Background: an optimization exercise with open tools, aiming at small area. Do not read the settings as production practice.
RTL that was checked went through simulation tests only; none was proved equivalent to the original.
Power and IR drop assume default switching activity.

// eth_commu_top
module eth_commu_top
(
	input logic i_clk,
	input logic i_rst_n,
	input logic i_trig_send,
	input commu_pkg::len_t i_data_length,
	input commu_pkg::byte_t i_pck_ident,
	input commu_pkg::byte_t i_pck_idx,
	input commu_pkg::byte_t i_cur_byte,
	output logic o_get_cur_byte,
	output logic o_send_over,
	output logic o_tx_valid,
	output logic o_tx_last,
	output commu_pkg::byte_t o_tx_data,
	input logic i_rx_dv,
	input commu_pkg::byte_t i_rx_data,
	output commu_pkg::byte_t o_cmd,
	output logic [31:0] o_param,
	output logic o_cmd_come
);
Size in the first run: about 2000 cells after synthesis, ~100 I/O pins, about 34000 µm² of cells after synthesis.
export LEC_CHECK = 0
export CAP_MARGIN = 20
export CORE_MARGIN = 2
export CORE_UTILIZATION = 40
export SLEW_MARGIN = 20
create_clock -name core_clock -period 12.0 [get_ports {i_clk}]
standard.sh (not shown) runs the stock make flow with config.mk's settings and CLKGATE_MAP_FILE= SYNTH_SCRIPT=/design/flow/synth_recipe.tcl, a recipe that flattens the netlist after the stock synthesis.
==> flow/flow/run.sh <==
#!/bin/bash
# Standard layout (the standard.sh) with a leaner clock tree and small port buffers:
# small clock buffers, no dummy loads; every port still gets its own buffer.
set -o pipefail
export CTS_ARGS="-sink_clustering_enable -repair_clock_nets -dont_use_dummy_load -buf_list {sky130_fd_sc_hd__clkbuf_4} -root_buf sky130_fd_sc_hd__clkbuf_8"
export BUFFER_PORTS_ARGS="-buffer_cell sky130_fd_sc_hd__buf_1"
bash standard.sh > standard_run.log 2>&1
Rerun with:
--- a/flow/flow/run.sh
+++ b/flow/flow/run.sh
@@ -5 +5 @@
-export CTS_ARGS="-sink_clustering_enable -repair_clock_nets -dont_use_dummy_load -buf_list {sky130_fd_sc_hd__clkbuf_4} -root_buf sky130_fd_sc_hd__clkbuf_8"
+export CTS_ARGS="-sink_clustering_enable -repair_clock_nets -dont_use_dummy_load -buf_list {sky130_fd_sc_hd__clkbuf_16} -sink_clustering_size 30 -sink_clustering_max_diameter 60"
The new run produced a clean layout. Final cell count drops by 5.2%. Setup slack is worse by 0.16 ns. Maximum frequency drops by 2.8%.
No functional check of the RTL was part of any run of this note.


Another version of the RTL of eth_commu_top (not shown whole).
Size in the first run: about 2,000 cells after synthesis, ~990 flip-flops, ~100 I/O pins, roughly 0.030 mm^2 of cells after synthesis.
Settings: LEC_CHECK=0, CAP_MARGIN=20, CORE_MARGIN=2, CORE_UTILIZATION=65, GPL_ROUTABILITY_DRIVEN=0, GPL_TIMING_DRIVEN=0, PLACE_DENSITY=0.8, SLEW_MARGIN=20; clock period 12.0 ns.
==> flow/flow/run.sh <==
#!/bin/bash
# Standard layout (the standard.sh) with a leaner clock tree and small port buffers:
# clkbuf_8 clock buffers in small sink clusters and no dummy loads on the clock tree; every
# port still gets its own buffer (buf_1). The make output goes to standard_run.log; the ORFS
# steps keep their own logs under orfs/logs.
set -o pipefail
export CTS_ARGS="-sink_clustering_enable -repair_clock_nets -dont_use_dummy_load -buf_list {sky130_fd_sc_hd__clkbuf_8} -sink_clustering_size 16 -sink_clustering_max_diameter 60"
export BUFFER_PORTS_ARGS="-buffer_cell sky130_fd_sc_hd__buf_1"
bash standard.sh > standard_run.log 2>&1
The first run passed the timing, design-rule and antenna checks.
Rerun with:
CORE_UTILIZATION = 60   (was 65)
GPL_ROUTABILITY_DRIVEN = default   (was 0)
GPL_TIMING_DRIVEN = default   (was 0)
PLACE_DENSITY = 0.75   (was 0.8)
Worst setup slack gains 0.35 ns.
Worst hold slack gets worse by 0.040 ns.
Die area increases by about 8%.
Sequential share of layout area climbs by 0.76 points.
Total power decreases by 1.0%.
Global-route usage drops by 2.5 points.
Cell count shrinks by 0.70%.
Wire length fell by 1.1%.
Cell area is lower by 1.0%.
Non-clock buffer count is lower by 86.


== tundra ==
Another version of the RTL of eth_commu_top (not shown whole).
For scale: about 990 flip-flops, ~100 I/O pins, ~30000 µm² of cells after synthesis.
Settings: LEC_CHECK=0, CAP_MARGIN=20, CORE_MARGIN=2, CORE_UTILIZATION=60, PLACE_DENSITY=0.75, SLEW_MARGIN=20; clock period 12.0 ns.
==> flow/flow/run.sh <==
#!/bin/bash
# Standard layout (the standard.sh) with a leaner clock tree and small port buffers:
# clkbuf_8 clock buffers in small sink clusters and no dummy loads on the clock tree; every
# port still gets its own buffer (buf_1). The make output goes to standard_run.log; the ORFS
# steps keep their own logs under orfs/logs.
set -o pipefail
export CTS_ARGS="-sink_clustering_enable -repair_clock_nets -dont_use_dummy_load -buf_list {sky130_fd_sc_hd__clkbuf_8} -sink_clustering_size 20 -sink_clustering_max_diameter 50"
export BUFFER_PORTS_ARGS="-buffer_cell sky130_fd_sc_hd__buf_1"
bash standard.sh > standard_run.log 2>&1
Setup changes, tundra to delta
--- a/flow/flow/run.sh
+++ b/flow/flow/run.sh
@@ -7 +7 @@
-export CTS_ARGS="-sink_clustering_enable -repair_clock_nets -dont_use_dummy_load -buf_list {sky130_fd_sc_hd__clkbuf_8} -sink_clustering_size 20 -sink_clustering_max_diameter 50"
+export CTS_ARGS="-sink_clustering_enable -repair_clock_nets -dont_use_dummy_load -buf_list {sky130_fd_sc_hd__clkbuf_8} -sink_clustering_size 16 -sink_clustering_max_diameter 60"
Of delta and tundra, the higher iteration-0 DRC count of the detailed router belongs to tundra.
Looking at number of inserted diodes across delta and tundra, the one that comes out lower is delta.
On non-filler instance count after layout, delta and tundra are basically level.
From tundra to delta the numbers moved as follows: final critical-path required period went down 0.023 ns; wire length of the first global-routing pass shows no meaningful change.
Compared delta against tundra; fraction of standard cell area that is sequential within noise.
Power share of the clock group: delta vs tundra up 0.3 points
Compared with tundra, delta is hungrier on power.
[compare] base=tundra new=delta: fraction of area in clock buffers and inverters shows no meaningful change, area growth from synthesis to layout comparable.
Input-level comparison between lagoon and delta:
==> flow/flow/run.sh <==
#!/bin/bash
# Standard layout (the standard.sh) with a leaner clock tree, small port buffers.
# no dummy loads.
# clkbuf_8 clock buffers in small clusters and no dummy loads; every port still gets its own
# buffer; repair_timing's power recovery after global routing.
set -o pipefail
export CTS_ARGS="-sink_clustering_enable -repair_clock_nets -dont_use_dummy_load -buf_list {sky130_fd_sc_hd__clkbuf_8} -sink_clustering_size 16 -sink_clustering_max_diameter 50"
export BUFFER_PORTS_ARGS="-buffer_cell sky130_fd_sc_hd__buf_1"
bash standard.sh > standard_run.log 2>&1
## What came out
The maximum frequency in lagoon sits 0.56 MHz above the value recorded for delta. Against delta as the reference, lagoon delivers a higher number of clock buffers inserted by TritonCTS. Diff lagoon..delta | worst hold margin | negligible. From lagoon to delta, die span in y did not move at all. Comparing delta and lagoon, the higher sequential share of layout area was measured on delta. Relative to delta, leakage power summed over all cells increased by about 0.37% in lagoon.
Setup changes, lagoon to maple
- a deleted PLACE_DENSITY that had been 0.75
- a change of CORE_UTILIZATION from 60 to 40
==> comparison <==
Changes observed in maple relative to lagoon: cell row count rose by 22%, clock tree buffer count of the final layout went up about 9%.
On maximum achievable frequency, maple tracks lagoon almost exactly.
Routed wire length, maple vs lagoon: up by a few percent
On worst setup slack after layout, maple does better than lagoon.
What xenon does differently from maple at the input level:
- putting PLACE_DENSITY at 0.85 where nothing was set
- swapping 40 for 70 in CORE_UTILIZATION
--- a/flow/flow/run.sh
+++ b/flow/flow/run.sh
@@ -2,4 +2,4 @@
-# Standard layout (the standard.sh) with a leaner clock tree, small port buffers.
-# no dummy loads.
-# clkbuf_8 clock buffers in small clusters and no dummy loads; every port still gets its own
-# buffer; repair_timing's power recovery after global routing.
+# Standard layout (the standard.sh) with a leaner clock tree and small port buffers:
+# clkbuf_8 clock buffers in small sink clusters and no dummy loads on the clock tree; every
+# port still gets its own buffer (buf_1). The make output goes to standard_run.log; the ORFS
+# steps keep their own logs under orfs/logs.
### Flow results
xenon completed every stage of the flow, and the final layout passed the timing, design-rule and antenna checks.
Combinational power across xenon and maple: no real change.
Looking at total detailed-routing wirelength, xenon sits above maple.
In the final reports, the cell area of xenon is smaller than that of maple.
Switching power as a share of total power (lower): maple
Against maple, xenon comes in 24% lower on die extent in x.
Ratio of final minimum period to clock period: xenon and maple compared, higher one is xenon
Relative contribution of combinational cells to total power: xenon higher than maple
Looking at clock skew across both flows, xenon is the stronger of the two, with maple trailing.
In xenon relative to maple, total power had gone down slightly.
Of xenon and maple, the lower fraction of layout cells with a size suffix above 1 belongs to xenon.
The run showing the smaller leakage power figure is xenon.

[separate check: timing with driven ports]
The results above use ideal ports. As a check the final layouts listed here were re-extracted and re-timed, cells and wires unchanged.
Step 1: set_driving_cell puts a clkbuf_16 on i_clk and a buf_2 on each other input, an assumption about the parent block.
Step 2 also shifts input and output timing later by t, the mid clock arrival at the registers, as if the neighbouring blocks saw the same clock.
a / b / c = no drivers / after step 1 / after step 2; a / b = the first two.
run	t, ns	setup WS [ns]	hold slack, ns
the first run of note 1	0.845	6.397 / 6.435 / 5.590	0.308 / 0.308 / 0.308
the second run of note 1	0.688	6.234 / 6.274 / 5.587	0.320 / 0.320 / 0.320
the first run of note 2	0.709	5.600 / 5.628 / 4.919	0.299 / 0.299 / 0.299
the second run of note 2	0.668	5.946 / 5.977 / 5.308	0.259 / 0.259 / 0.259
tundra	0.694	5.761 / 5.787 / 5.094	0.283 / 0.283 / 0.283
delta	0.706	5.785 / 5.817 / 5.111	0.289 / 0.289 / 0.289
lagoon	0.680	5.806 / 5.826 / 5.146	0.289 / 0.289 / 0.289
maple	0.704	5.811 / 5.846 / 5.143	0.275 / 0.275 / 0.275
xenon	0.688	5.791 / 5.819 / 5.132	0.259 / 0.259 / 0.259
After both steps every run listed still meets setup and hold. The setup slack of the first run of note 1, which loses most, moves by +0.038 ns with the drivers and by -0.807 ns with both steps.
